From an optimization exercise on the open Yosys and OpenROAD flow, aimed at small area and a short achievable clock period; shortcuts taken in it are not production practice. Only simulation tests tie the RTL to the original design; equivalence was not proved. No activity file was given, so power comes from the tool's default toggle rates.

<file path="design/flow/design.v">
`default_nettype none
package automaton_pkg;
  typedef logic [8-1:0]        ste_vec_t;        
  typedef logic [8-1:0]     symbol_t;
  typedef logic [10-1:0]     wb_adr_t;
  typedef logic [32-1:0]    wb_data_t;        
  typedef logic [$clog2(8)-1:0] ste_idx_t;
  typedef logic [16-1:0] report_count_t;
  typedef enum logic {
    BUS_IDLE,
    BUS_ACK
  } bus_state_t;
endpackage
`default_nettype wire
`default_nettype none
module wb_config_port (
  input  logic [8-1:0]     symbol,
  input  logic [2:0]               rot,
  output logic [31:0]              bsel,
  output logic [8-1:0]  ssel
);
  logic [2:0] slot;
  assign slot = symbol[7:5] + rot;
  always_comb begin
    for (int b = 0; b < 32; b++) bsel[b] = symbol[4:0] == 5'(b);
    for (int p = 0; p < 8; p++) ssel[p] = slot == 3'(p);
  end
endmodule
`default_nettype wire
`default_nettype none
module ste_aoi3 (
  input  logic [2:0] sel,
  input  logic [2:0] data,
  output logic       y_n
);
  assign y_n = ~|(sel & data);
endmodule
module ste_cell #(
  parameter logic [8-1:0] POL = '0    
) (
  input  logic [8*32-1:0] words,      
  input  logic [31:0]                bsel,
  output logic [8-1:0]    word_bit
);
  localparam int G = 11;   
  logic [33:0] bsel_x;
  assign bsel_x = {2'b00, bsel};
  for (genvar p = 0; p < 8; p++) begin : g_slot
    logic [33:0]  word_x;
    logic [G-1:0] grp_n;
    assign word_x = {2'b00, words[32*p +: 32]};
    for (genvar g = 0; g < G; g++) begin : g_grp
      ste_aoi3 aoi_i (
        .sel  (bsel_x[3*g +: 3]),
        .data (word_x[3*g +: 3]),
        .y_n  (grp_n[g])
      );
    end
    assign word_bit[p] = POL[p] ^ ~&grp_n;
  end
endmodule
`default_nettype wire
`default_nettype none
module activation_router (
  input  logic        load,
  input  logic        load_n,
  input  logic [31:0] data,
  input  logic [31:0] prev,
  output logic [31:0] next_n
);
  assign next_n = ~((data & {32{load}}) | (prev & {32{load_n}}));
endmodule
`default_nettype wire
`default_nettype none
module automaton_top (
  input  logic                     clk,
  input  logic                     rst,
  input  logic                     cyc,
  input  logic                     stb,
  input  logic                     we,
  input  automaton_pkg::wb_adr_t   adr,
  input  automaton_pkg::wb_data_t  dat_w,
  output automaton_pkg::wb_data_t  dat_r,
  output logic                     ack,
  output logic                     report
);
  localparam int N = 8;
  localparam int W = 8;
  localparam logic [W-1:0] POL = 8'b0011_0011;
  logic [2:0]   rot;         
  logic [31:0]  ring  [N][W];
  logic [W-1:0] valid [N];
  automaton_pkg::ste_vec_t succ_q [N];
  automaton_pkg::ste_vec_t start_q;
  automaton_pkg::ste_vec_t rep_q;
  automaton_pkg::ste_vec_t class_q;  
  automaton_pkg::ste_vec_t active;
  logic [15:0]  rdata_q;     
  automaton_pkg::report_count_t count_q;
  automaton_pkg::report_count_t count;
  assign count = count_q + 16'(report);
  always_ff @(posedge clk) begin
    rot <= rot + 3'd1;
    case (adr)
      10'h201: rdata_q <= 16'(active);
      10'h202:  rdata_q <= count;
      default:     rdata_q <= '0;
    endcase
  end
  assign dat_r = 32'(rdata_q);
  logic ack_q;
  always_ff @(posedge clk) begin
    if (rst) begin
      ack_q <= 1'b0;
      ack   <= 1'b0;
    end else begin
      ack_q <= !ack_q && cyc && stb;
      ack   <= !ack && cyc && stb;
    end
  end
  logic       held;
  logic       ste_wr;
  logic       cls_wr;
  logic [2:0] port_word [W/2];   
  assign held   = cyc && stb && we;
  assign ste_wr = adr[9:7] == 3'd0;
  assign cls_wr = held && ste_wr && !adr[3];
  always_ff @(posedge clk) begin
    for (int q = 0; q < W / 2; q++) port_word[q] <= 3'(2 * q) - rot - 3'd2;
  end
  for (genvar i = 0; i < N; i++) begin : g_ste
    logic ste_sel;
    logic wr_ack;
    assign ste_sel = ste_wr && adr[6:4] == 3'(i);
    assign wr_ack  = ack_q && we && ste_sel;
    for (genvar p = 0; p < W; p++) begin : g_slot
      if (p % 2 == 0) begin : g_port
        logic load;
        assign load = cls_wr && adr[6:4] == 3'(i) && adr[2:0] == port_word[p / 2];
        logic [31:0] next_n;
        activation_router port_i (
          .load   (load),
          .load_n (!load),
          .data   (POL[p] ? dat_w : ~dat_w),
          .prev   (ring[i][(p + W - 1) % W]),
          .next_n (next_n)
        );
        always_ff @(posedge clk) begin
          ring[i][p] <= next_n;
        end
      end else begin : g_pass
        always_ff @(posedge clk) begin
          ring[i][p] <= ring[i][p - 1];
        end
      end
    end
    always_ff @(posedge clk) begin
      for (int w = 0; w < W; w++) begin
        if (rst) valid[i][w] <= 1'b0;
        else if (wr_ack && adr[3:0] == 4'(w)) valid[i][w] <= 1'b1;
      end
    end
    always_ff @(posedge clk) begin
      if (rst) begin
        succ_q[i]  <= '0;
        start_q[i] <= 1'b0;
        rep_q[i]   <= 1'b0;
      end else if (wr_ack) begin
        if (adr[3:0] == 4'd8) begin
          succ_q[i] <= dat_w[8-1:0];
        end
        if (adr[3:0] == 4'd9) begin
          start_q[i] <= dat_w[0];
          rep_q[i]   <= dat_w[1];
        end
      end
    end
  end
  logic [31:0]  bsel;
  logic [W-1:0] ssel;
  logic [W-1:0] word_bit [N];
  logic [W-1:0] word_q   [N];
  logic [W-1:0] ssel_q;
  automaton_pkg::ste_vec_t valid_q;
  wb_config_port dec_i (
    .symbol (dat_w[7:0]),
    .rot    (rot),
    .bsel   (bsel),
    .ssel   (ssel)
  );
  for (genvar i = 0; i < N; i++) begin : g_look
    logic [W*32-1:0] words;
    for (genvar p = 0; p < W; p++) begin : g_w
      assign words[32*p +: 32] = ring[i][p];
    end
    ste_cell #(
      .POL (POL)
    ) look_i (
      .words    (words),
      .bsel     (bsel),
      .word_bit (word_bit[i])
    );
  end
  always_ff @(posedge clk) begin
    ssel_q <= ssel;
    for (int i = 0; i < N; i++) begin
      word_q[i]  <= word_bit[i];
      valid_q[i] <= valid[i][dat_w[7:5]];
    end
  end
  always_comb begin
    for (int i = 0; i < N; i++) begin
      class_q[i] = |(word_q[i] & ssel_q) && valid_q[i];
    end
  end
  automaton_pkg::ste_vec_t match;
  automaton_pkg::ste_vec_t next_active;
  logic step;
  logic clear;
  logic any_hit;
  always_comb begin
    next_active = '0;
    for (int i = 0; i < N; i++) begin
      match[i] = (active[i] || start_q[i]) && class_q[i];
      if (match[i]) next_active = next_active | succ_q[i];
    end
  end
  assign any_hit = |(match & rep_q);
  assign step    = ack_q && we && adr == 10'h200;
  assign clear   = ack_q && we && adr == 10'h203;
  always_ff @(posedge clk) begin
    if (rst || clear) begin
      active  <= '0;
      report  <= 1'b0;
      count_q <= '0;
    end else begin
      if (step) active <= next_active;
      report  <= step && any_hit;
      count_q <= count;
    end
  end
endmodule
`default_nettype wire
</file>
<file path="design/flow/run.sh">
#!/bin/bash
# synth_recipe.tcl (not shown) runs the flow's synth.tcl, then flattens the netlist and writes it again
# the make line also repeats each setting of config.mk as NAME=value (left out here)
make -C /OpenROAD-flow-scripts/flow DESIGN_CONFIG=/design/flow/config.mk WORK_HOME=/design/flow/orfs CLKGATE_MAP_FILE= SYNTH_SCRIPT=/design/flow/synth_recipe.tcl finish
</file>
<file path="design/flow/config.mk">
export PLATFORM = sky130hd
export DESIGN_NAME = automaton_top
export DESIGN_NICKNAME = automaton_top
export VERILOG_FILES = /design/flow/design.v
export SDC_FILE = /design/flow/constraint.sdc
export NUM_CORES = 4
export LEC_CHECK = 0
export CAP_MARGIN = 20
export CORE_MARGIN = 2
export CORE_UTILIZATION = 45
export SETUP_SLACK_MARGIN = 2.55
export SLEW_MARGIN = 20
export SYNTH_HIERARCHICAL = 1
</file>
<file path="design/flow/constraint.sdc">
create_clock -name core_clock -period 5.0 [get_ports {clk}]
set_input_delay 1.0000 -clock core_clock [delete_from_list [all_inputs] [get_ports {clk}]]
set_output_delay 1.0000 -clock core_clock [all_outputs]
set_load 0.01 [all_outputs]
</file>
==> results.txt, run 1 <==
outcome: complete, no violations
largest net degree at the start of global routing: 102
maximum VDD drop: 0.309 mV
fmax: 390 MHz
Placeable Area: 154000 µm²
number of antenna violations at the first check in global routing: 12
Via Count: 54600
final hold slack: 329 ps
Largest stage delay, worst path: 530 ps
CP max FO: 32
TritonRoute pass-1 iters: 13
PortBufs: 64
Reg clk slew, reported paths: 60 ps
worst-margin pin slew: 1220 ps
Synth cell types: 55
CP Cell Sequence: dlygate4sd2_1 > xnor2_1 > and3_2 > nand2_1 > buf_4 > a22oi_1
Top Ports: 81
hold depth: 0
gr usage total: 32.8%
worst slack at placement: 872 ps
CTS root buf: clkbuf_16
Post-DRT Antenna Nets: 0
Post-DP HPWL: 162 mm
Skew-Pair Late Insertion Delay: 860 ps
TritonCTS clock tree: done
maximum root-to-sink buffer count: 3
slowest cell on the critical path: xnor2_1
die area: 158000 µm²
Num CTS Buffers: 218
PD cells: 450 nW/µm²
# hold bufs at CTS: 0
DR DRC count: 0
Startpoint Class: primary input
RSZ-0062 raised after global routing: yes
reg2reg end: active[2]
Critical Path Sink Type: flop
post-synthesis sequential area ratio: 66.9%
async set-reset flop share out of synthesis: 0%
relative slew slack: 18.6%
Sink Count: 2323
fin crit share: 51.2%
cell area after synthesis: 69600 µm²
hold_sp: ring[38][8]
Req. time, crit path: 5720 ps
setup TNS: 0 ps
Post-synth top flop: dfxtp_1
fin nets: 5943
EDFF count, synth: 0
R2R setup slack: 2580 ps
CP Class: primary input to flop
die width: 397 µm
via-per-instance ratio: 6.72
Post-Synthesis Cells: 5479
Core Rows: 144
worst reg2reg path startpoint: ssel_q[2]
top cells by count, synth: 2323 x dfxtp_1, 1052 x a22oi_1, 713 x a222oi_1
Area contributors post-synth: dfxtp_1 67%, a22oi_1 11%, a222oi_1 10%
leading area contributor after synthesis: dfxtp_1
final setup vio count: 0
cell depth of the worst flop-to-flop path: 7
Pins Over Slew Limit: 0
gr ovfl total: 0
mean post-synth cell area: 12.7 µm²
Layout area overhead: 18.6%
Critical Path AT: 3290 ps
final setup margin: 2440 ps
wire per inst: 33.0 µm
Leakage: 0.0373 µW
final hold viol count: 0
clk_skew: 31.0 ps
max-cap violations: 0
global-route wire length before repair: 375 mm
Hold Crit Class: flop to flop
yosys warns: 19
minimum clock period: 2560 ps
total wire length: 268 mm
Initial Utilization: 45.3%
number of global-route vias before repair: 51900
WHS Endpoint: ring[39][8]
DR iter-0 viols: 10600
synthesized flop and latch total: 2323
Synth top area share: 66.9%
H-tree depth: 4
die height: 397 µm
layout cells sized above 1: 13.9%
RePlAce Congestion: 0.909
top-count cell post-synth: dfxtp_1
## flip-flops by register name, summed over array words and instances (netlist names)
| register | cells |
|---|---|
| rot | 1 |
| port_word | 7 |
| report | 1 |
| succ_q | 64 |
| rep_q | 8 |
| ssel_q | 8 |
| valid | 64 |
| ring | 2048 |
| start_q | 8 |
| valid_q | 8 |
| ack | 1 |
| active | 8 |
| ack_q | 1 |
| word_q | 64 |
| count_q | 16 |
| rdata_q | 16 |
## final cells by class
cell class              instances  area, µm²
well taps                    2044       2560
repair buffers                336       3350
multi-input cells            2971      22500
flip-flops and latches       2323      46500
clock buffers                 330       6460
clock inverters                75        891
fillers                     13000      71200
inverters                      40        150
diodes                          6       15.0
## per-module statistics from Yosys, one instance, submodules excluded, excerpt
| module | cells | area [µm²] | flops+latches |
|---|---|---|---|
| automaton_top | 3233 | 51400 | 2323 |
| wb_config_port | 62 | 354 | 0 |
| activation_router | 38 | 289 | 0 |
| ste_aoi3 | 1 | 10.0 | 0 |
## critical path: cells and delay by family
family / cells / cell delay (ps)
AO/OA/AOI/OAI: 1 / 390
XOR/XNOR: 1 / 530
AND/OR/NAND/NOR: 2 / 610
buffers and inverters: 2 / 730
## layout by cell type, fill, tap and decap left out, types with 58 or more instances in the layout
cell          n
nor2_4       83
clkbuf_16   223
dfxtp_1    2314
nand4_1     131
nand3_1     151
a22oi_1    1047
conb_1      144
nand2_1     168
a222oi_1    713
buf_4       194
a21oi_1     151
nor2_1      103
clkbuf_1     58
## what timing repair did
action,CTS,global route
buffers inserted,64,4
resized for setup,135,92
setup endpoints to repair,1172,1049
pin swaps,38,25
gates cloned,13,4
## power breakdown
group	internal, µW	total [µW]	switching [µW]
sequential	18600	18700	69.6
combinational	408	1550	1150
clock	9650	16900	7210
## worst max path at each step
stage	startpoint	to	slack, ps
3_5_place_dp	adr[9]	ring[22][28]	870
3_3_place_gp	dat_w[1]	word_q[2][2]	880
2_1_floorplan	dat_w[4]	word_q[2][5]	2320
5_1_grt	adr[2]	ring[52][4]	2480
6_report	adr[2]	ring[12][24]	2440
4_1_cts	rdata_q[2]	dat_r[2]	2550
## metal layers
| metal | share of wire [%] | track usage (%) | routed length (µm) | up-vias |
|---|---|---|---|---|
| met5 | 0.028 | 0 | 74 | - |
| met4 | 5.7 | 17.1 | 15200 | 10 |
| met3 | 12 | 8.31 | 32000 | 668 |
| met2 | 43 | 48.6 | 115000 | 3771 |
| met1 | 39 | 44.0 | 106000 | 27100 |
| li1 | - | - | - | 23000 |
## kinds of logic (layout without fill, tap and decap cells)
kind of cell	after synthesis	count (layout)	synth area share [%]
flip-flops	2323	2323	66.9
AO/OA/AOI/OAI	1971	1971	23.3
AND/OR/NAND/NOR	794	809	5.67
buffers and inverters	335	781	3.17
XOR/XNOR	25	25	0.356
multiplexers	16	16	0.518
other	9	150	0.0486
adder cells (fa/ha/maj)	6	6	0.119
## through the flow
step | power [µW] | utilization (%) | area (µm²) | instances
after floorplan | 19700 | - | 70700 | 5614
after global placement | 20500 | 47.8 | 73400 | 7628
after detailed placement | 20500 | 47.8 | 73400 | 7629
after CTS | 37100 | 53.3 | 82000 | 8111
after global routing | 38000 | 53.6 | 82500 | 8119
final | 37100 | 53.7 | 82500 | 8125
==> run 2, diff against run 1 <==
==> design/flow/flow/run.sh (new file) <==
#!/bin/bash
# The standard layout, with the port buffers made of buf_4 cells instead of
# the slow delay buffers that buffer_ports picks by default.
set -euo pipefail
bash standard.sh synth > synth.log 2>&1
bash standard.sh "BUFFER_PORTS_ARGS=-buffer_cell sky130_fd_sc_hd__buf_4" finish > layout.log 2>&1
==> design/flow/standard.sh (new file) <==
#!/bin/bash
# synth_recipe.tcl (not shown) runs the flow's synth.tcl, then flattens the netlist and writes it again
# the make line also repeats each setting of config.mk as NAME=value (left out here)
make -C /OpenROAD-flow-scripts/flow DESIGN_CONFIG=/design/flow/config.mk WORK_HOME=/design/flow/orfs CLKGATE_MAP_FILE= SYNTH_SCRIPT=/design/flow/synth_recipe.tcl "${@:-finish}"
--- a/design/flow/config.mk
+++ b/design/flow/config.mk
@@ -8,6 +8,8 @@
 export CAP_MARGIN = 20
 export CORE_MARGIN = 2
 export CORE_UTILIZATION = 45
-export SETUP_SLACK_MARGIN = 2.55
+export CTS_CLUSTER_DIAMETER = 80
+export CTS_CLUSTER_SIZE = 24
+export SETUP_SLACK_MARGIN = 2.6
 export SLEW_MARGIN = 20
 export SYNTH_HIERARCHICAL = 1
removed: design/flow/run.sh
==> run 2 against run 1 <==
First-iteration DRC count rose by 9.5%. Critical endpoint is now word_q[5][7]. Utilization fell by 1.8 points. Sequential cell count did not move. Largest cell class unchanged. Register-to-register slack improved by 20 ps. Still clean.
==> results.txt, run 2 <==
RePlAce Congestion: 0.920 (+1.2%)
CP Class: primary input to flop
wire per inst: 35.1 µm (+6.3%)
CP dominant cell by count: buf_12
Post-synth top flop: dfxtp_1
post-synthesis sequential area ratio: 66.9% (unchanged)
PortBufs: 64 (unchanged)
fin nets: 5985 (+0.71%)
post-layout instance area: 79800 µm² (-3.3%)
relative slew slack: 17.4% (-1.1 points)
Top Ports: 81 (unchanged)
slowest cell on the critical path: a222oi_1
die height: 397 µm (unchanged)
layout cells sized above 1: 13.3% (-0.68 points)
cell depth of the worst flop-to-flop path: 6 (-1)
Core Rows: 144 (unchanged)
Crit. path cell count: 10 (+4)
gr usage total: 34.1% (+1.3 points)
largest net degree at the start of global routing: 84 (-18%)
maximum VDD drop: 0.351 mV (+14%)
top-count cell post-synth: dfxtp_1
leading area contributor after synthesis: dfxtp_1
Critical Path Sink Type: flop
CP max FO: 32 (unchanged)
CP Cell Sequence: buf_16 > nand3b_1 > buf_12 > buf_12 > buf_12 > nor2_4 > buf_12 > a222oi_1 > nand4_1 > or3_1
DR DRC count: 0 (unchanged)
worst reg2reg path startpoint: ssel_q[3]
Synth cell types: 55 (unchanged)
TritonRoute pass-1 iters: 11 (-2)
reg2reg end: report
Critical Path AT: 3150 ps (-140 ps)
RSZ-0062 raised after global routing: yes
Layout area overhead: 14.7%
Hold Crit Class: flop to flop
Placeable Area: 154000 µm² (unchanged)
mean post-synth cell area: 12.7 µm² (unchanged)
hold depth: 0 (unchanged)
die area: 158000 µm² (unchanged)
Largest stage delay, worst path: 530 ps (about the same)
Post-Synthesis Cells: 5479 (unchanged)
crit path buf inv count: 5 (+3)
CTS root buf: clkbuf_16
H-tree depth: 3 (-1)
commonest non-fill, non-tap cells in the layout: 2317 x dfxtp_1, 1052 x a22oi_1, 713 x a222oi_1
area of the multi-input gates: 22700 µm² (+0.99%)
via-per-instance ratio: 6.95 (+3.5%)
global-route wire length before repair: 388 mm (+3.6%)
Startpoint Class: primary input
final hold viol count: 0 (unchanged)
Leakage: 0.0360 µW (-3.5%)
fin crit share: 50.1% (-1.2 points)
worst-margin pin slew: 1240 ps (+15.3 ps)
fmax: 399 MHz (+2.4%)
minimum clock period: 2500 ps (-58.8 ps)
gr ovfl total: 0 (unchanged)
synthesized flop and latch total: 2323 (unchanged)
Via Count: 55700 (+2.0%)
Area contributors post-synth: dfxtp_1 67%, a22oi_1 11%, a222oi_1 10%
Synth top area share: 66.9% (unchanged)
setup TNS: 0 ps (unchanged)
Sink Count: 2323 (unchanged)
top cells by count, synth: 2323 x dfxtp_1, 1052 x a22oi_1, 713 x a222oi_1
max reg flops: 2048 (unchanged)
PD cells: 381 nW/µm² (-15%)
number of antenna violations at the first check in global routing: 13 (+1)
maximum root-to-sink buffer count: 3 (unchanged)
Skew-Pair Late Insertion Delay: 790 ps (-70 ps)
EDFF count, synth: 0 (unchanged)
max-cap violations: 0 (unchanged)
Pins Over Slew Limit: 0 (unchanged)
final setup vio count: 0 (unchanged)
clk_skew: 40.4 ps (+9.49 ps)
Req. time, crit path: 5650 ps (-70 ps)
Num CTS Buffers: 110 (-50%)
commonest non-fill, non-tap cell in the layout: dfxtp_1
Crit path max-delay family: simple AND/OR/NAND/NOR gates
yosys warns: 19 (unchanged)
TritonCTS clock tree: done
footprint of the flip-flops and latches: 46500 µm² (about the same)
async set-reset flop share out of synthesis: 0% (unchanged)
R2R setup slack: 2600 ps (+20 ps)
CP Launch Point: dat_w[4]
cell area after synthesis: 69600 µm² (unchanged)
fillers: 13100 (+0.76%)
Reg clk slew, reported paths: 90 ps (+30 ps)
Post-DRT Antenna Nets: 0 (unchanged)
crit path to: word_q[5][7]
DR iter-0 viols: 11600 (+9.5%)
area post-placement: 73200 µm² (-0.38%)
Initial Utilization: 45.3% (unchanged)
outcome: complete, no violations
number of global-route vias before repair: 52100 (+0.33%)
total wire length: 281 mm (+4.7%)
Post-DP HPWL: 167 mm (+3.4%)
die width: 397 µm (unchanged)
Top reg by flops: ring
-- run 2: cell counts after synthesis --
Identical to the previous run, type by type.
-- run 2: worst reg2reg max path, stage by stage (launching register included) --
cell and delay [ps]:
dfxtp_2 480, buf_4 280, a22oi_1 180, and4_4 450
nor2_1 160, a222oi_1 470, a31oi_1 230
-- run 2: timing repair --
| action | CTS | global route |
|---|---|---|
| setup endpoints to repair | 1124 | 654 |
| pin swaps | 115 | 48 |
| cloned | 50 | 3 |
| hold buffers | 0 | 0 |
| resized for setup | 106 | 49 |
| buffers inserted | 170 | 47 |
-- run 2: stage by stage --
stage | utilization [%] | hold WS (ps) | power (µW) | std cells | setup WS [ps]
after floorplan | - | 330 | 19700 | 5614 | 2320
after global placement | 47.6 | 331 | 20500 | 7594 | 951
after detailed placement | 47.6 | 335 | 20500 | 7594 | 982
after CTS | 51.4 | 332 | 30300 | 7951 | 2460
after global routing | 51.9 | 336 | 31100 | 8001 | 2540
final | 51.9 | 324 | 30400 | 8007 | 2500
-- run 2: report_power, final --
part	switching (µW)	internal [µW]	leakage (µW)
Clock	5880	4200	0.00149
Sequential	66.9	18600	0.0192
Combinational	1200	459	0.0153
-- run 2: how the worst min path moves through the flow --
stage | start | to | slack, ps
3_5_place_dp | ring[6][16] | ring[7][16] | 330
6_report | ring[54][18] | ring[55][18] | 320
2_1_floorplan | ring[10][15] | ring[11][15] | 330
4_1_cts | ring[32][24] | ring[33][24] | 330
5_1_grt | ring[54][20] | ring[55][20] | 340
3_3_place_gp | ring[4][3] | ring[5][3] | 330
-- run 2: layer usage --
layer  up-vias  part of all wire, %  GRT usage (%)
met1     27700                   39           45.9
met3       771                   13           9.39
met2      4206                   42           49.3
met5         -                0.041              0
li1      23000                    -              -
met4        10                  6.5           19.2
-- run 2: final cells by class --
class | count | share of cell area [%]
Sequential cell | 2323 | 58.3
Multi-Input combinational cell | 3000 | 28.5
Timing Repair Buffer | 457 | 5.91
Clock buffer | 118 | 3.57
Tap cell | 2044 | 3.21
Clock inverter | 19 | 0.276
Inverter | 40 | 0.188
Antenna cell | 6 | 0.0188
-- run 2: cell families after synthesis --
family	share of synthesized area [%]
compound gates	23.3
xor+xnor	0.356
buf+inv	3.17
mux	0.518
simple gates	5.67
fa+ha+maj	0.119
flops	66.9
other cells	0.0486
-- run 2: per-module statistics from Yosys (local to each module, per instance), a selection --
module	flops+latches	cell area, µm²
ste_aoi3	0	10.0
wb_config_port	0	354
automaton_top	2323	51400
activation_router	0	289
==> run 3, diff against run 2 <==
--- a/design/flow/design.v
+++ b/design/flow/design.v
@@ -35,6 +35,13 @@
 );
   assign y_n = ~|(sel & data);
 endmodule
+module ste_aoi2 (
+  input  logic [1:0] sel,
+  input  logic [1:0] data,
+  output logic       y_n
+);
+  assign y_n = ~|(sel & data);
+endmodule
 module ste_cell #(
   parameter logic [8-1:0] POL = '0    
 ) (
@@ -42,20 +49,21 @@
   input  logic [31:0]                bsel,
   output logic [8-1:0]    word_bit
 );
-  localparam int G = 11;   
-  logic [33:0] bsel_x;
-  assign bsel_x = {2'b00, bsel};
+  localparam int G = 10;   
   for (genvar p = 0; p < 8; p++) begin : g_slot
-    logic [33:0]  word_x;
-    logic [G-1:0] grp_n;
-    assign word_x = {2'b00, words[32*p +: 32]};
+    logic [G:0] grp_n;
     for (genvar g = 0; g < G; g++) begin : g_grp
       ste_aoi3 aoi_i (
-        .sel  (bsel_x[3*g +: 3]),
-        .data (word_x[3*g +: 3]),
+        .sel  (bsel[3*g +: 3]),
+        .data (words[32*p + 3*g +: 3]),
         .y_n  (grp_n[g])
       );
     end
+    ste_aoi2 aoi_last_i (
+      .sel  (bsel[31:30]),
+      .data (words[32*p + 30 +: 2]),
+      .y_n  (grp_n[G])
+    );
     assign word_bit[p] = POL[p] ^ ~&grp_n;
   end
 endmodule
@@ -69,6 +77,15 @@
   output logic [31:0] next_n
 );
   assign next_n = ~((data & {32{load}}) | (prev & {32{load_n}}));
+endmodule
+module activation_router_or (
+  input  logic        load,
+  input  logic        load_n,
+  input  logic [31:0] data,
+  input  logic [31:0] prev,
+  output logic [31:0] next_n
+);
+  assign next_n = ~((data | {32{load_n}}) & (prev | {32{load}}));
 endmodule
 `default_nettype wire
 `default_nettype none
@@ -89,7 +106,6 @@
   localparam logic [W-1:0] POL = 8'b0011_0011;
   logic [2:0]   rot;         
   logic [31:0]  ring  [N][W];
-  logic [W-1:0] valid [N];
   automaton_pkg::ste_vec_t succ_q [N];
   automaton_pkg::ste_vec_t start_q;
   automaton_pkg::ste_vec_t rep_q;
@@ -122,11 +138,13 @@
   logic       ste_wr;
   logic       cls_wr;
   logic [2:0] port_word [W/2];   
+  logic       rst_q;             
   assign held   = cyc && stb && we;
   assign ste_wr = adr[9:7] == 3'd0;
   assign cls_wr = held && ste_wr && !adr[3];
   always_ff @(posedge clk) begin
     for (int q = 0; q < W / 2; q++) port_word[q] <= 3'(2 * q) - rot - 3'd2;
+    rst_q <= rst;
   end
   for (genvar i = 0; i < N; i++) begin : g_ste
     logic ste_sel;
@@ -135,16 +153,26 @@
     assign wr_ack  = ack_q && we && ste_sel;
     for (genvar p = 0; p < W; p++) begin : g_slot
       if (p % 2 == 0) begin : g_port
-        logic load;
-        assign load = cls_wr && adr[6:4] == 3'(i) && adr[2:0] == port_word[p / 2];
+        logic wr;
         logic [31:0] next_n;
-        activation_router port_i (
-          .load   (load),
-          .load_n (!load),
-          .data   (POL[p] ? dat_w : ~dat_w),
-          .prev   (ring[i][(p + W - 1) % W]),
-          .next_n (next_n)
-        );
+        assign wr = cls_wr && adr[6:4] == 3'(i) && adr[2:0] == port_word[p / 2];
+        if (POL[p]) begin : g_inv
+          activation_router port_i (
+            .load   (wr && !rst),
+            .load_n (!(wr || rst || rst_q)),
+            .data   (dat_w),
+            .prev   (ring[i][(p + W - 1) % W]),
+            .next_n (next_n)
+          );
+        end else begin : g_true
+          activation_router_or port_i (
+            .load   (wr || rst || rst_q),
+            .load_n (!wr || rst),
+            .data   (~dat_w),
+            .prev   (ring[i][(p + W - 1) % W]),
+            .next_n (next_n)
+          );
+        end
         always_ff @(posedge clk) begin
           ring[i][p] <= next_n;
         end
@@ -152,12 +180,6 @@
         always_ff @(posedge clk) begin
           ring[i][p] <= ring[i][p - 1];
         end
-      end
-    end
-    always_ff @(posedge clk) begin
-      for (int w = 0; w < W; w++) begin
-        if (rst) valid[i][w] <= 1'b0;
-        else if (wr_ack && adr[3:0] == 4'(w)) valid[i][w] <= 1'b1;
       end
     end
     always_ff @(posedge clk) begin
@@ -181,7 +203,6 @@
   logic [W-1:0] word_bit [N];
   logic [W-1:0] word_q   [N];
   logic [W-1:0] ssel_q;
-  automaton_pkg::ste_vec_t valid_q;
   wb_config_port dec_i (
     .symbol (dat_w[7:0]),
     .rot    (rot),
@@ -202,15 +223,12 @@
     );
   end
   always_ff @(posedge clk) begin
-    ssel_q <= ssel;
-    for (int i = 0; i < N; i++) begin
-      word_q[i]  <= word_bit[i];
-      valid_q[i] <= valid[i][dat_w[7:5]];
-    end
+    for (int p = 0; p < W; p++) ssel_q[p] <= ssel[p] && !(rst_q && p % 2 == 1);
+    for (int i = 0; i < N; i++) word_q[i] <= word_bit[i];
   end
   always_comb begin
     for (int i = 0; i < N; i++) begin
-      class_q[i] = |(word_q[i] & ssel_q) && valid_q[i];
+      class_q[i] = |(word_q[i] & ssel_q);
     end
   end
   automaton_pkg::ste_vec_t match;
==> run 3 against run 2 <==
Non-clock buffer count is 32 lower. Fmax down 3.3%. Critical path depth shrank 6. Sequential power decreased by 4%. Utilization fell by 0.52 points. Global-route usage grew 0.15 points. Area after synthesis down 4.2%. Routed wire length down 2.0%. Via count decreased by 5.6%. Critical endpoint is now ring[36][0]. Largest cell class unchanged. Largest power group unchanged. Highest routed layer unchanged.
==> results.txt, run 3 <==
Synth Area in Compound Gates: 23.3% (+0.054 points)
DR DRC count: 0 (unchanged)
CP Launch Point: rst
total power: 29300 µW (-3.7%)
R2R setup slack: 2480 ps (-120 ps)
PortBufs: 64 (unchanged)
post-layout instance area: 75700 µm² (-5.1%)
relative slew slack: 22.8% (+5.4 points)
Num CTS Buffers: 107 (-2.7%)
maximum VDD drop: 0.318 mV (-9.4%)
Top Ports: 81 (unchanged)
TritonCTS clock tree: done
gr ovfl total: 0 (unchanged)
synthesized flop and latch total: 2252 (-3.1%)
fin nets: 5527 (-7.7%)
post-synthesis sequential area ratio: 67.7% (+0.79 points)
Req. time, crit path: 5580 ps (-70 ps)
reg2reg end: ring[36][0]
fmax: 386 MHz (-3.3%)
leading area contributor after synthesis: dfxtp_1
worst slack at placement: 1120 ps (+142 ps)
# hold bufs at CTS: 0 (unchanged)
TritonRoute pass-1 iters: 11 (unchanged)
async set-reset flop share out of synthesis: 0% (unchanged)
Sink Count: 2252 (-3.1%)
CP max FO: 32 (unchanged)
final setup vio count: 0 (unchanged)
fin crit share: 51.8% (+1.7 points)
layout cells sized above 1: 14.4% (+1.1 points)
via-per-instance ratio: 7.08 (+1.8%)
worst reg2reg path startpoint: rst_q
CP Class: primary input to flop
worst-margin pin slew: 1160 ps (-79.0 ps)
area of the multi-input gates: 20500 µm² (-9.9%)
clk_skew: 33.6 ps (-6.81 ps)
total wire length: 275 mm (-2.0%)
PD cells: 387 nW/µm² (+1.5%)
adder-cell share of the synthesized area: 0.124% (+0.0052 points)
CTS root buf: clkbuf_16
footprint of the flip-flops and latches: 45100 µm² (-3.1%)
commonest non-fill, non-tap cell in the layout: dfxtp_1
final setup margin: 2410 ps (-84.4 ps)
number of antenna violations at the first check in global routing: 13 (unchanged)
die height: 389 µm (-2.1%)
biggest regs: ring (2048), succ_q (64), word_q (64)
Pins Over Slew Limit: 0 (unchanged)
cell area after synthesis: 66600 µm² (-4.2%)
outcome: complete, no violations
Area contributors post-synth: dfxtp_1 68%, a222oi_1 9.6%, a22oi_1 6.3%
area post-placement: 69700 µm² (-4.7%)
max-cap violations: 0 (unchanged)
DR iter-0 viols: 10800 (-7.1%)
final hold viol count: 0 (unchanged)
Hold Crit Class: flop to flop
Synth cell types: 56 (+1.8%)
final hold slack: 330 ps (+6.59 ps)
wire per inst: 37.1 µm (+5.7%)
Critical Path Sink Type: flop
number of global-route vias before repair: 48900 (-6.2%)
Startpoint Class: primary input
Synth top area share: 67.7% (+0.79 points)
WHS Endpoint: ring[57][8]
Initial Utilization: 45.2% (about the same)
mean post-synth cell area: 12.9 µm² (+1.8%)
maximum root-to-sink buffer count: 3 (unchanged)
setup TNS: 0 ps (unchanged)
die area: 151000 µm² (-4.1%)
EDFF count, synth: 0 (unchanged)
top cells by count, synth: 2252 x dfxtp_1, 642 x a222oi_1, 557 x a22oi_1
Core Rows: 141 (-2.1%)
Post-Synthesis Cells: 5159 (-5.8%)
Placeable Area: 147000 µm² (-4.1%)
commonest non-fill, non-tap cells in the layout: 2245 x dfxtp_1, 642 x a222oi_1, 557 x a22oi_1
RSZ-0062 raised after global routing: yes
hold_sp: ring[56][8]
RePlAce Congestion: 0.936 (+1.8%)
largest family of logic cells by synthesized area: compound AO/OA/AOI/OAI gates
yosys warns: 17 (-2)
gr usage total: 34.2% (+0.15 points)
cell depth of the worst flop-to-flop path: 3 (-3)
max reg flops: 2048 (unchanged)
largest net degree at the start of global routing: 86 (+2.4%)
Critical Path AT: 3170 ps (+20 ps)
xor/xnor share of the synthesized area: 0.372% (+0.016 points)
top-count cell post-synth: dfxtp_1
Post-DP HPWL: 165 mm (-1.7%)
Layout area overhead: 13.6%
die width: 389 µm (-2.1%)
Top reg by flops: ring
global-route wire length before repair: 372 mm (-4.3%)
Reg clk slew, reported paths: 90 ps (about the same)
hold depth: 0 (unchanged)
Leakage: 0.0264 µW (-27%)
Post-synth top flop: dfxtp_1
minimum clock period: 2590 ps (+84.4 ps)
H-tree depth: 3 (unchanged)
post-synthesis simple-gate area fraction: 4.77% (-0.90 points)
mux cell area share after synthesis: 0.496% (-0.022 points)
Skew-Pair Late Insertion Delay: 780 ps (about the same)
Post-DRT Antenna Nets: 0 (unchanged)
fillers: 12600 (-3.8%)
Via Count: 52600 (-5.6%)
run 3: cell types whose count changed in the layout (fill, tap and decap cells not counted), moves of 33 or more:
cell      previous run  this run
a21oi_1            151        55
a222oi_1           713       642
a22oi_1           1052       557
a22oi_2              0        68
buf_4              351       301
conb_1             144        16
dfxtp_1           2317      2245
mux2i_1              0        33
nand2_1            164       102
nand3_1            151       113
o22ai_1              0       512
run 3: critical path, cell delays in order:
cell	delay (ps)
buf_4	190
or2_2	690
a21oi_4	970
a22oi_1	250
run 3: worst max-delay path by stage:
| stage | end | cells after the start |
|---|---|---|
| floorplan | word_q[0][0] | 6 |
| global placement | ring[62][14] | 7 |
| detailed placement | word_q[1][2] | 8 |
| CTS | ring[16][11] | 6 |
| global route | ring[2][12] | 8 |
| finish | ring[36][0] | 4 |
run 3: per-stage QoR:
step | instances | utilization [%]
finish | 7426 | 51.4
detailed placement | 7093 | 47.3
CTS | 7318 | 50.2
global placement | 7091 | 47.3
global route | 7423 | 51.4
floorplan | 5174 | -
run 3: cells by family (layout without fill, tap and decap cells):
kind of cell	after synthesis	in the layout
muxes	33	33
AOI/OAI and AO/OA	1915	1917
adders and majority gates	6	6
DFF	2252	2252
other	1	20
xor gates and xnor gates	25	25
and+or+nand+nor	618	643
buffers and inverters	309	600
run 3: per-module statistics from Yosys (local to each module, per instance), excerpt:
module                copies in the design  cells inside  flops+latches
activation_router_or                    16            38              0
ste_aoi3                               640             1              0
ste_aoi2                                64             1              0
automaton_top                            1          2921           2252
activation_router                       16            38              0
wb_config_port                           1            62              0
run 3: metal layers:
layer | global-route usage, % | share of wire [%] | up-vias
li1 | - | - | 21600
met1 | 45.7 | 38 | 26100
met2 | 49.6 | 42 | 4009
met3 | 8.55 | 13 | 803
met4 | 21.5 | 7.4 | 8
met5 | 0 | 0.019 | -
run 3: cell type report:
class / count / share of cell area (%)
Clock inverter: 12 / 0.213
Multi-Input combinational cell: 2640 / 27.1
Sequential cell: 2252 / 59.6
Antenna cell: 4 / 0.0132
Timing Repair Buffer: 425 / 6.00
Clock buffer: 115 / 3.70
Tap cell: 1930 / 3.19
Inverter: 48 / 0.238
run 3: timing repair:
item / 4_1_cts / 5_1_grt
pin swaps: 66 / 108
gates cloned: 25 / 13
gates resized for setup: 68 / 71
setup endpoints to repair: 1097 / 757
buffers inserted: 73 / 91
run 3: power by group:
| part | leakage (µW) | switching (µW) | internal [µW] | total (µW) |
|---|---|---|---|---|
| sequential | 0.0182 | 39.9 | 18000 | 18000 |
| combinational | 0.00680 | 1140 | 341 | 1480 |
| clock | 0.00145 | 5710 | 4080 | 9790 |
| total | 0.0264 | 6890 | 22400 | 29300 |
==> run 4, diff against run 3 <==
--- a/design/flow/design.v
+++ b/design/flow/design.v
@@ -139,12 +139,16 @@
   logic       cls_wr;
   logic [2:0] port_word [W/2];   
   logic       rst_q;             
+  logic       rst_qq;            
+  logic       clr;               
   assign held   = cyc && stb && we;
   assign ste_wr = adr[9:7] == 3'd0;
   assign cls_wr = held && ste_wr && !adr[3];
+  assign clr    = rst_q || rst_qq;
   always_ff @(posedge clk) begin
     for (int q = 0; q < W / 2; q++) port_word[q] <= 3'(2 * q) - rot - 3'd2;
-    rst_q <= rst;
+    rst_q  <= rst;
+    rst_qq <= rst_q;
   end
   for (genvar i = 0; i < N; i++) begin : g_ste
     logic ste_sel;
@@ -158,16 +162,16 @@
         assign wr = cls_wr && adr[6:4] == 3'(i) && adr[2:0] == port_word[p / 2];
         if (POL[p]) begin : g_inv
           activation_router port_i (
-            .load   (wr && !rst),
-            .load_n (!(wr || rst || rst_q)),
+            .load   (wr),
+            .load_n (!(wr || clr)),
             .data   (dat_w),
             .prev   (ring[i][(p + W - 1) % W]),
             .next_n (next_n)
           );
         end else begin : g_true
           activation_router_or port_i (
-            .load   (wr || rst || rst_q),
-            .load_n (!wr || rst),
+            .load   (wr || clr),
+            .load_n (!wr),
             .data   (~dat_w),
             .prev   (ring[i][(p + W - 1) % W]),
             .next_n (next_n)
@@ -223,7 +227,7 @@
     );
   end
   always_ff @(posedge clk) begin
-    for (int p = 0; p < W; p++) ssel_q[p] <= ssel[p] && !(rst_q && p % 2 == 1);
+    for (int p = 0; p < W; p++) ssel_q[p] <= ssel[p] && !rst_q && !(rst_qq && p % 2 == 1);
     for (int i = 0; i < N; i++) word_q[i] <= word_bit[i];
   end
   always_comb begin
==> run 4 against run 3 <==
Still clean. Critical path depth rose by 6. Register-to-register slack improved by 40 ps. Hold slack improved by 1.9 ps. Via count fell by 3.3%. Power rose by 0.23%. Clock skew rose by 7.4 ps. Die area fell by 0.26%. Synthesized cell count rose by 0.16%. Worst setup slack improved by 94 ps. Fmax rose by 3.8%. Sequential power barely moved. Critical path type unchanged. Largest cell class unchanged.
==> results.txt, run 4 <==
Via Count: 50800 (-3.3%)
EDFF count, synth: 0 (unchanged)
Synth cell types: 52 (-7.1%)
Critical Path AT: 3170 ps (about the same)
H-tree depth: 3 (unchanged)
CTS root buf: clkbuf_16
max-cap violations: 0 (unchanged)
RePlAce Congestion: 0.905 (-3.3%)
TritonCTS clock tree: done
gr ovfl total: 0 (unchanged)
Skew-Pair Late Insertion Delay: 790 ps (about the same)
Largest stage delay, worst path: 450 ps (-520 ps)
die width: 388 µm (-0.13%)
fmax: 401 MHz (+3.8%)
Hold Crit Class: flop to flop
Layout area overhead: 11.8%
global-route wire length before repair: 347 mm (-6.7%)
clk_skew: 41.0 ps (+7.38 ps)
fin nets: 5406 (-2.2%)
Initial Utilization: 45.2% (-0.064 points)
leading area contributor after synthesis: dfxtp_1
Core Rows: 141 (unchanged)
layout cells sized above 1: 12.4% (-1.9 points)
CP Cell Sequence: buf_16 > buf_12 > or3b_4 > buf_12 > buf_12 > nor2_4 > buf_4 > a222oi_1 > nand4_1 > nor3_1
slowest cell on the critical path: or3b_4
Top Ports: 81 (unchanged)
Reg clk slew, reported paths: 90 ps (about the same)
Req. time, crit path: 5670 ps (+90 ps)
Crit path max-delay family: simple AND/OR/NAND/NOR gates
PortBufs: 64 (unchanged)
gr usage total: 31.4% (-2.8 points)
final setup vio count: 0 (unchanged)
DR DRC count: 0 (unchanged)
commonest non-fill, non-tap cells in the layout: 2248 x dfxtp_1, 641 x a222oi_1, 571 x a22oi_1
relative slew slack: 27.0% (+4.2 points)
CP dominant cell by count: buf_12
minimum clock period: 2490 ps (-94.2 ps)
worst-margin pin slew: 1090 ps (-64.7 ps)
fin crit share: 49.9% (-1.9 points)
maximum VDD drop: 0.328 mV (+3.1%)
fin util: 50.5% (-0.90 points)
die area: 151000 µm² (-0.26%)
top-count cell post-synth: dfxtp_1
Leakage: 0.0259 µW (-2.1%)
number of antenna violations at the first check in global routing: 8 (-5)
CP max FO: 12 (-63%)
RSZ-0062 raised after global routing: yes
final hold viol count: 0 (unchanged)
synthesized flop and latch total: 2253 (+0.044%)
Area contributors post-synth: dfxtp_1 68%, a222oi_1 9.7%, a22oi_1 6.5%
Pins Over Slew Limit: 0 (unchanged)
total wire length: 253 mm (-8.2%)
setup TNS: 0 ps (unchanged)
Critical Path Sink Type: flop
yosys warns: 17 (unchanged)
Synth top area share: 67.9% (+0.21 points)
largest net degree at the start of global routing: 86 (unchanged)
DR iter-0 viols: 10000 (-7.1%)
via-per-instance ratio: 6.95 (-1.8%)
Post-DP HPWL: 156 mm (-5.0%)
Top reg by flops: ring
number of global-route vias before repair: 47400 (-2.9%)
biggest regs: ring (2048), succ_q (64), word_q (64)
max reg flops: 2048 (unchanged)
CP Class: primary input to flop
Post-Synthesis Cells: 5167 (+0.16%)
Placeable Area: 147000 µm² (-0.12%)
Startpoint Class: primary input
top cells by count, synth: 2253 x dfxtp_1, 641 x a222oi_1, 573 x a22oi_1
wire per inst: 34.5 µm (-6.8%)
Sink Count: 2253 (+0.044%)
die height: 388 µm (-0.13%)
maximum root-to-sink buffer count: 3 (unchanged)
cell area after synthesis: 66500 µm² (-0.26%)
TritonRoute pass-1 iters: 10 (-1)
Num CTS Buffers: 109 (+1.9%)
post-synthesis sequential area ratio: 67.9% (+0.21 points)
async set-reset flop share out of synthesis: 0% (unchanged)
mean post-synth cell area: 12.9 µm² (-0.42%)
commonest non-fill, non-tap cell in the layout: dfxtp_1
Post-synth top flop: dfxtp_1
crit path buf inv count: 5 (+4)
outcome: complete, no violations
PD cells: 395 nW/µm² (+2.1%)
Post-DRT Antenna Nets: 0 (unchanged)
run 4: logic make-up after synthesis:
family	share of synthesized area, %
mux	0.377
buf+inv	3.13
xor+xnor	0.373
simple gates	5.03
flops	67.9
compound gates	23.1
fa+ha+maj	0.124
other cells	0.00564
run 4: final timing paths:
check	from	endpoint	slack (ps)	depth (start not counted)
min	ring[58][19]	ring[59][19]	330	0
max	dat_w[2]	word_q[3][5]	2510	10
min reg2reg	ring[58][19]	ring[59][19]	330	0
max reg2reg	ssel_q[2]	report	2520	7
run 4: metrics by stage:
stage | hold WS, ps | instance area, µm² | total power [µW] | worst slack, ps | std cells
after floorplan | 330 | 67200 | 19000 | 2020 | 5182
after global placement | 333 | 69500 | 19600 | 1080 | 7077
after detailed placement | 335 | 69500 | 19600 | 1060 | 7079
after CTS | 330 | 73400 | 29300 | 2510 | 7275
after global routing | 338 | 74300 | 30000 | 2490 | 7315
final | 332 | 74300 | 29400 | 2510 | 7317
run 4: final cells by class:
| type | instances | area, µm² |
|---|---|---|
| Fill cell | 12800 | 72900 |
| Sequential cell | 2253 | 45100 |
| Multi-Input combinational cell | 2641 | 20200 |
| Timing Repair Buffer | 308 | 3230 |
| Clock buffer | 118 | 2810 |
| Tap cell | 1930 | 2410 |
| Clock inverter | 25 | 314 |
| Inverter | 40 | 150 |
| Antenna cell | 2 | 5.00 |
run 4: power by group:
part	leakage, µW	switching, µW	internal [µW]	total [µW]
combinational	0.00615	1050	310	1360
clock	0.00154	5790	4190	9980
sequential	0.0182	32.2	18000	18000
total	0.0259	6870	22500	29400
run 4: repair_timing:
item                       4_1_cts  5_1_grt
hold buffers                     0        0
resized for setup               66       57
setup buffers                   43       31
pin swaps                       33       33
setup endpoints to repair      892      741
cloned                          10        9
run 4: per-layer routing:
layer	wire (µm)	up-vias	global-route usage (%)
li1	-	21400	-
met3	31200	569	6.98
met5	30	-	0
met2	106000	3477	45.9
met4	13500	4	14.6
met1	102000	25400	44.3
run 4: modules after synthesis (local to each module, per instance), excerpt:
| module | times used | flip-flops and latches |
|---|---|---|
| activation_router | 16 | 0 |
| activation_router_or | 16 | 0 |
| automaton_top | 1 | 2253 |
| ste_aoi2 | 64 | 0 |
| ste_aoi3 | 640 | 0 |
| wb_config_port | 1 | 0 |
==> run 5, diff against run 4 <==
--- a/design/flow/design.v
+++ b/design/flow/design.v
@@ -116,7 +116,7 @@
   automaton_pkg::report_count_t count;
   assign count = count_q + 16'(report);
   always_ff @(posedge clk) begin
-    rot <= rot + 3'd1;
+    rot <= rst ? 3'd0 : rot + 3'd1;
     case (adr)
       10'h201: rdata_q <= 16'(active);
       10'h202:  rdata_q <= count;
@@ -146,7 +146,7 @@
   assign cls_wr = held && ste_wr && !adr[3];
   assign clr    = rst_q || rst_qq;
   always_ff @(posedge clk) begin
-    for (int q = 0; q < W / 2; q++) port_word[q] <= 3'(2 * q) - rot - 3'd2;
+    for (int q = 0; q < W / 2; q++) port_word[q] <= 3'(2 * q) - (rst ? 3'd1 : rot + 3'd2);
     rst_q  <= rst;
     rst_qq <= rst_q;
   end
==> run 5 against run 4 <==
Die area barely moved. Utilization rose by 1.1 points. Final area rose by 2.1%. Critical endpoint is now word_q[3][2]. Worst setup slack got worse by 39 ps. Sequential power barely moved. Still clean.
==> results.txt, run 5 <==
H-tree depth: 3 (unchanged)
Post-synth top flop: dfxtp_1
Req. time, crit path: 5670 ps (about the same)
EDFF count, synth: 0 (unchanged)
top-count cell post-synth: dfxtp_1
worst-margin pin slew: 965 ps (-129 ps)
CP Cell Sequence: buf_16 > nand2b_4 > buf_6 > nor2_4 > buf_12 > a222oi_1 > nand3_1 > or3_1
maximum VDD drop: 0.402 mV (+23%)
total power: 29300 µW (about the same)
number of antenna violations at the first check in global routing: 14 (+6)
Synth cell types: 51 (-1.9%)
Num CTS Buffers: 106 (-2.8%)
crit path buf inv count: 3 (-2)
DR iter-0 viols: 9891 (-1.1%)
maximum root-to-sink buffer count: 3 (unchanged)
die area: 151000 µm² (about the same)
final setup vio count: 0 (unchanged)
post-synthesis sequential area ratio: 67.9% (+0.079 points)
leading area contributor after synthesis: dfxtp_1
cell depth of the worst flop-to-flop path: 4 (-3)
Leakage: 0.0268 µW (+3.4%)
Startpoint Class: primary input
Layout area overhead: 14.2%
minimum clock period: 2530 ps (+38.6 ps)
relative slew slack: 35.7% (+8.6 points)
top cells by count, synth: 2255 x dfxtp_1, 642 x a222oi_1, 552 x a22oi_1
Skew-Pair Late Insertion Delay: 780 ps (about the same)
fin crit share: 50.6% (+0.77 points)
TritonRoute pass-1 iters: 10 (unchanged)
Post-Synthesis Cells: 5142 (-0.48%)
Initial Utilization: 45.2% (about the same)
commonest non-fill, non-tap cells in the layout: 2252 x dfxtp_1, 642 x a222oi_1, 511 x o22ai_1
Largest stage delay, worst path: 860 ps (+410 ps)
largest net degree at the start of global routing: 65 (-24%)
Crit path max-delay family: compound AO/OA/AOI/OAI gates
Critical Path Sink Type: flop
clk_skew: 33.2 ps (-7.80 ps)
wire per inst: 35.9 µm (+3.9%)
DR DRC count: 0 (unchanged)
mean post-synth cell area: 12.9 µm² (+0.46%)
RSZ-0062 raised after global routing: yes
Sink Count: 2255 (+0.089%)
Post-DRT Antenna Nets: 0 (unchanged)
Critical Path AT: 3200 ps (+30 ps)
WHS Endpoint: ring[39][28]
gr ovfl total: 0 (unchanged)
hold depth: 0 (unchanged)
Via Count: 52000 (+2.3%)
Hold Crit Class: flop to flop
max reg flops: 2048 (unchanged)
CP Class: primary input to flop
Post-DP HPWL: 160 mm (+2.1%)
final hold slack: 333 ps (+1.28 ps)
Placeable Area: 147000 µm² (unchanged)
Pins Over Slew Limit: 0 (unchanged)
gr usage total: 32.5% (+1.0 points)
commonest non-fill, non-tap cell in the layout: dfxtp_1
fin nets: 5481 (+1.4%)
yosys warns: 17 (unchanged)
Synth top area share: 67.9% (+0.079 points)
Top Ports: 81 (unchanged)
TritonCTS clock tree: done
Reg clk slew, reported paths: 90 ps (about the same)
CP max FO: 48 (+36)
cell area after synthesis: 66400 µm² (about the same)
total wire length: 265 mm (+4.8%)
fillers: 12700 (-1.2%)
worst reg2reg path startpoint: rst_q
async set-reset flop share out of synthesis: 0% (unchanged)
global-route wire length before repair: 357 mm (+3.1%)
reg2reg end: ring[28][14]
Area contributors post-synth: dfxtp_1 68%, a222oi_1 9.7%, a22oi_1 6.2%
slowest cell on the critical path: a222oi_1
PortBufs: 64 (unchanged)
die width: 388 µm (about the same)
# hold bufs at CTS: 0 (unchanged)
max-cap violations: 0 (unchanged)
Top reg by flops: ring
biggest regs: ring (2048), succ_q (64), word_q (64)
setup TNS: 0 ps (unchanged)
R2R setup slack: 2540 ps (+20 ps)
synthesized flop and latch total: 2255 (+0.089%)
hold_sp: ring[38][28]
Finished Layout Cells: 7385 (+0.93%)
die height: 388 µm (about the same)
layout cells sized above 1: 14.8% (+2.3 points)
via-per-instance ratio: 7.04 (+1.4%)
final hold viol count: 0 (unchanged)
CTS root buf: clkbuf_16
number of global-route vias before repair: 49100 (+3.5%)
RePlAce Congestion: 0.915 (+1.1%)
Core Rows: 141 (unchanged)
Inst Count DP: 7083 (+0.057%)
PD cells: 387 nW/µm² (-2.1%)
outcome: complete, no violations
fmax: 395 MHz (-1.5%)
-- run 5: modules after synthesis (local to each module, per instance), a selection --
module | times used | flip-flops and latches | cells inside
automaton_top | 1 | 2255 | 2904
wb_config_port | 1 | 0 | 62
activation_router | 16 | 0 | 38
activation_router_or | 16 | 0 | 38
ste_aoi2 | 64 | 0 | 1
ste_aoi3 | 640 | 0 | 1
-- run 5: worst max-delay path by stage --
| stage | slack, ps | to | start | depth (start not counted) |
|---|---|---|---|---|
| floorplan | 1930 | active[5] | adr[5] | 8 |
| global placement | 970 | ring[16][19] | adr[8] | 10 |
| detailed placement | 1110 | ring[16][23] | adr[8] | 10 |
| CTS | 2510 | ring[16][5] | adr[3] | 13 |
| global route | 2470 | active[4] | adr[6] | 6 |
| finish | 2470 | word_q[3][2] | dat_w[0] | 8 |
-- run 5: cell families after synthesis --
family	after synthesis	share of synthesized area, %
adders and majority gates	7	0.143
muxes	40	0.603
AOI/OAI and AO/OA	1883	23.0
buffers and inverters	301	3.15
other	1	0.00564
xor gates and xnor gates	27	0.399
and+or+nand+nor	628	4.75
DFF	2255	67.9
-- run 5: layout make-up --
cell class                      instances  area [µm²]  area share (%)
Multi-Input combinational cell       2624       20600            27.1
Inverter                               39         146           0.193
Sequential cell                      2255       45100            59.5
Tap cell                             1930        2410            3.18
Clock buffer                          114        2740            3.62
Antenna cell                            9        22.5          0.0297
Clock inverter                         13         183           0.241
Timing Repair Buffer                  401        4630            6.10
-- run 5: where the power goes --
group	total (µW)	internal, µW	leakage, µW	switching (µW)
registers	18100	18000	0.0182	43.6
clock network	9710	4010	0.00143	5710
logic	1570	385	0.00711	1180
total	29300	22400	0.0268	6930
-- run 5: stage by stage --
stage	util, %	setup slack [ps]	cell area, µm²
floorplan	-	1930	67100
global placement	47.3	974	69600
detailed placement	47.4	1110	69700
CTS	50.4	2510	74200
global route	51.5	2470	75800
finish	51.6	2470	75900
-- run 5: metal layers --
| layer | up-vias | global-route usage (%) | wire (µm) |
|---|---|---|---|
| met2 | 3709 | 50.3 | 116000 |
| met3 | 876 | 7.04 | 30300 |
| met5 | - | 0 | 109 |
| li1 | 21500 | - | - |
| met1 | 26000 | 40.8 | 97000 |
| met4 | 10 | 21.5 | 22000 |
-- run 5: timing repair --
action / CTS / global route
gates cloned: 23 / 30
pin swaps: 62 / 56
buffers inserted: 72 / 41
resized for setup: 148 / 156
endpoints found under the setup margin: 1093 / 836
==> run 6, diff against run 5 <==
--- a/design/flow/config.mk
+++ b/design/flow/config.mk
@@ -7,7 +7,7 @@
 export LEC_CHECK = 0
 export CAP_MARGIN = 20
 export CORE_MARGIN = 2
-export CORE_UTILIZATION = 45
+export CORE_UTILIZATION = 50
 export CTS_CLUSTER_DIAMETER = 80
 export CTS_CLUSTER_SIZE = 24
 export SETUP_SLACK_MARGIN = 2.6
==> run 6 against run 5 <==
Area after synthesis is the same. Clock skew grew 6.0 ps. Utilization grew 6.3 points. Global-route usage grew 5.1 points. Still clean on timing, DRC and antenna. Critical path type unchanged. Power is essentially flat. Register-to-register slack is essentially flat. Die area shrank 9.9%. Largest power group unchanged. Sequential share of layout area shrank 0.24 points. Routed wire length grew 4.8%. Non-clock buffer count grew 24.
==> results.txt, run 6 <==
Via Count: 52800 (+1.6%)
maximum root-to-sink buffer count: 3 (unchanged)
max reg flops: 2048 (unchanged)
Area contributors post-synth: dfxtp_1 68%, a222oi_1 9.7%, a22oi_1 6.2%
global-route wire length before repair: 367 mm (+2.6%)
wire per inst: 38.4 µm (+7.1%)
max-cap violations: 0 (unchanged)
Synth cell types: 51 (unchanged)
final setup vio count: 0 (unchanged)
EDFF count, synth: 0 (unchanged)
via-per-instance ratio: 7.31 (+3.8%)
gr ovfl total: 0 (unchanged)
top cells by count, synth: 2255 x dfxtp_1, 642 x a222oi_1, 552 x a22oi_1
setup TNS: 0 ps (unchanged)
Critical Path AT: 3200 ps (about the same)
Top Ports: 81 (unchanged)
die area: 136000 µm² (-9.9%)
Top reg by flops: ring
number of global-route vias before repair: 48700 (-0.82%)
DR DRC count: 0 (unchanged)
Leakage: 0.0269 µW (+0.72%)
clk_skew: 39.2 ps (+6.01 ps)
commonest non-fill, non-tap cells in the layout: 2252 x dfxtp_1, 642 x a222oi_1, 505 x o22ai_1
Req. time, crit path: 5660 ps (about the same)
# hold bufs at CTS: 0 (unchanged)
Pins Over Slew Limit: 0 (unchanged)
cell area after synthesis: 66400 µm² (unchanged)
Synth Area in Compound Gates: 23.0% (unchanged)
Post-synth top flop: dfxtp_1
fin nets: 5504 (+0.42%)
biggest regs: ring (2048), succ_q (64), word_q (64)
CP Class: primary input to flop
PD cells: 385 nW/µm² (-0.36%)
Hold Crit Class: flop to flop
area post-placement: 69400 µm² (-0.34%)
Critical Path Sink Type: flop
CP max FO: 24 (-50%)
H-tree depth: 3 (unchanged)
TritonRoute pass-1 iters: 11 (+1)
Core Rows: 133 (-5.7%)
Placeable Area: 132000 µm² (-11%)
worst-margin pin slew: 1200 ps (+237 ps)
post-synthesis simple-gate area fraction: 4.75% (unchanged)
adder-cell share of the synthesized area: 0.143% (unchanged)
Num CTS Buffers: 105 (-0.94%)
RePlAce Congestion: 0.906 (-0.97%)
TritonCTS clock tree: done
fmax: 395 MHz (about the same)
leading area contributor after synthesis: dfxtp_1
Layout area overhead: 14.6%
yosys warns: 17 (unchanged)
async set-reset flop share out of synthesis: 0% (unchanged)
Skew-Pair Late Insertion Delay: 790 ps (about the same)
xor/xnor share of the synthesized area: 0.399% (unchanged)
mux cell area share after synthesis: 0.603% (unchanged)
outcome: complete, no violations
Sink Count: 2255 (unchanged)
largest net degree at the start of global routing: 73 (+12%)
Reg clk slew, reported paths: 100 ps (about the same)
gr usage total: 37.6% (+5.1 points)
top-count cell post-synth: dfxtp_1
post-synthesis sequential area ratio: 67.9% (unchanged)
commonest non-fill, non-tap cell in the layout: dfxtp_1
synthesized flop and latch total: 2255 (unchanged)
Post-Synthesis Cells: 5142 (unchanged)
Post-DP HPWL: 158 mm (-0.97%)
Startpoint Class: primary input
relative slew slack: 19.8% (-16 points)
post-layout instance area: 76200 µm² (+0.41%)
Synth top area share: 67.9% (unchanged)
mean post-synth cell area: 12.9 µm² (unchanged)
CTS root buf: clkbuf_16
minimum clock period: 2530 ps (-0.550 ps)
die height: 369 µm (-5.1%)
Post-DRT Antenna Nets: 0 (unchanged)
largest family of logic cells by synthesized area: compound AO/OA/AOI/OAI gates
DR iter-0 viols: 10700 (+8.5%)
Initial Utilization: 50.5% (+5.3 points)
layout cells sized above 1: 15.6% (+0.86 points)
fin crit share: 50.6% (about the same)
maximum VDD drop: 0.298 mV (-26%)
number of antenna violations at the first check in global routing: 8 (-6)
total wire length: 278 mm (+4.8%)
RSZ-0062 raised after global routing: yes
final hold viol count: 0 (unchanged)
PortBufs: 64 (unchanged)
die width: 369 µm (-5.1%)
## run 6: changes by cell type in the layout (fill, tap and decap cells not counted), moves of 7 or more
cell / delta
a22oi_2: +29
buf_12: +15
nand2_2: -7
bufbuf_16: +7
nand2_1: +7
a22oi_1: -29
diode_2: -7
buf_16: -9
## run 6: cells by family (layout without fill, tap and decap cells)
| group | Yosys count | in the layout |
|---|---|---|
| compound gates | 1883 | 1883 |
| other cells | 1 | 18 |
| buf+inv | 301 | 586 |
| fa+ha+maj | 7 | 7 |
| mux | 40 | 40 |
| xor+xnor | 27 | 27 |
| flops | 2255 | 2255 |
| simple gates | 628 | 651 |
## run 6: modules after synthesis, one instance, submodules excluded, a selection
module / area [µm²] / cells inside / flip-flops and latches
automaton_top: 48800 / 2904 / 2255
wb_config_port: 354 / 62 / 0
activation_router: 289 / 38 / 0
activation_router_or: 251 / 38 / 0
ste_aoi2: 12.5 / 1 / 0
ste_aoi3: 10.0 / 1 / 0
## run 6: where the power goes
group          internal, µW  leakage [µW]  switching (µW)
logic                   419       0.00733            1260
registers             18000        0.0182            36.0
clock network          3950       0.00140            5680
## run 6: critical path, stage by stage
cell      delay, ps
buf_16          140
or3_4           210
buf_4           140
buf_4           110
nor2_4           80
buf_6           190
a222oi_1        620
nand4_1         190
or3_1           420
## run 6: worst paths after layout
kind,from,end,slack (ps),depth (start not counted)
worst max-delay path,dat_w[3],word_q[1][2],2470,9
worst min register to register,ring[58][21],ring[59][21],340,0
worst max register to register,ssel_q[0],active[1],2530,8
worst min-delay path,ring[58][21],ring[59][21],340,0
## run 6: through the flow
stage | cells | power [µW] | worst slack (ps) | utilization, % | hold slack, ps
floorplan | 5157 | 19000 | 1930 | - | 330
global placement | 6904 | 19800 | 1120 | 52.7 | 331
detailed placement | 6904 | 19800 | 1090 | 52.7 | 335
CTS | 7136 | 29100 | 2460 | 56.3 | 344
global route | 7220 | 29900 | 2500 | 57.9 | 348
finish | 7222 | 29400 | 2470 | 57.9 | 338
## run 6: layout make-up
type                    count  area (µm²)
well taps                1755        2200
inverters                  39         146
fillers                 10800       55500
clock inverters            10         109
clock buffers             112        2730
repair buffers            425        5070
diodes                      2        5.00
multi-input cells        2624       20800
flip-flops and latches   2255       45200
## run 6: timing repair
action	CTS	global route
gates cloned	27	37
setup endpoints to repair	1044	894
pin swaps	80	136
gates resized for setup	147	189
buffers inserted	83	47
## run 6: layer usage
metal  wire length, µm  global-route usage (%)  up-vias
met5               221                       0        -
met4             21400                    24.7        6
met3             36000                    8.97      902
met2            117000                    55.2     4147
met1            103000                    49.4    26300
li1                  -                       -    21500

==> separate check: timing with driven ports <==
How much do the figures lean on ideal ports? The routed layouts below were timed once more, with nothing changed but the port constraints.
Step 1 assumes that a clkbuf_16 drives the clock port and a buf_2 every other input.
Step 2 adds t to the input delays and takes it off the output delays; t is the mean of the earliest and latest rising clock arrival at the registers after step 1. Input paths then give back, and output paths get back, about the clock's delay inside the block.
a / b / c = ideal / step 1 / step 2; a / b = the first two.
| run | shift t [ns] | setup slack, ns | hold WS [ns] | latest minus earliest clock arrival (ns) | worst data-port slew with drivers (ns) |
|---|---|---|---|---|---|
| run 1 | 0.929 | 2.438 / 2.477 / 1.548 | 0.329 / 0.329 / 0.329 | 0.036 / 0.037 | 0.09 |
| run 2 | 0.853 | 2.496 / 2.277 / 1.424 | 0.324 / 0.324 / 0.324 | 0.048 / 0.048 | 0.35 |
| run 3 | 0.853 | 2.412 / 2.231 / 1.377 | 0.330 / 0.330 / 0.330 | 0.045 / 0.045 | 0.38 |
| run 4 | 0.851 | 2.506 / 2.389 / 1.538 | 0.332 / 0.332 / 0.332 | 0.049 / 0.049 | 0.24 |
| run 5 | 0.845 | 2.468 / 2.305 / 1.460 | 0.333 / 0.333 / 0.333 | 0.041 / 0.040 | 0.39 |
| run 6 | 0.843 | 2.468 / 2.259 / 1.415 | 0.338 / 0.338 / 0.338 | 0.047 / 0.047 | 0.31 |
After both steps setup and hold are still met in every run listed. For run 2, which loses most, drivers alone change the setup slack by -0.219 ns; drivers and shift together by -1.072 ns.
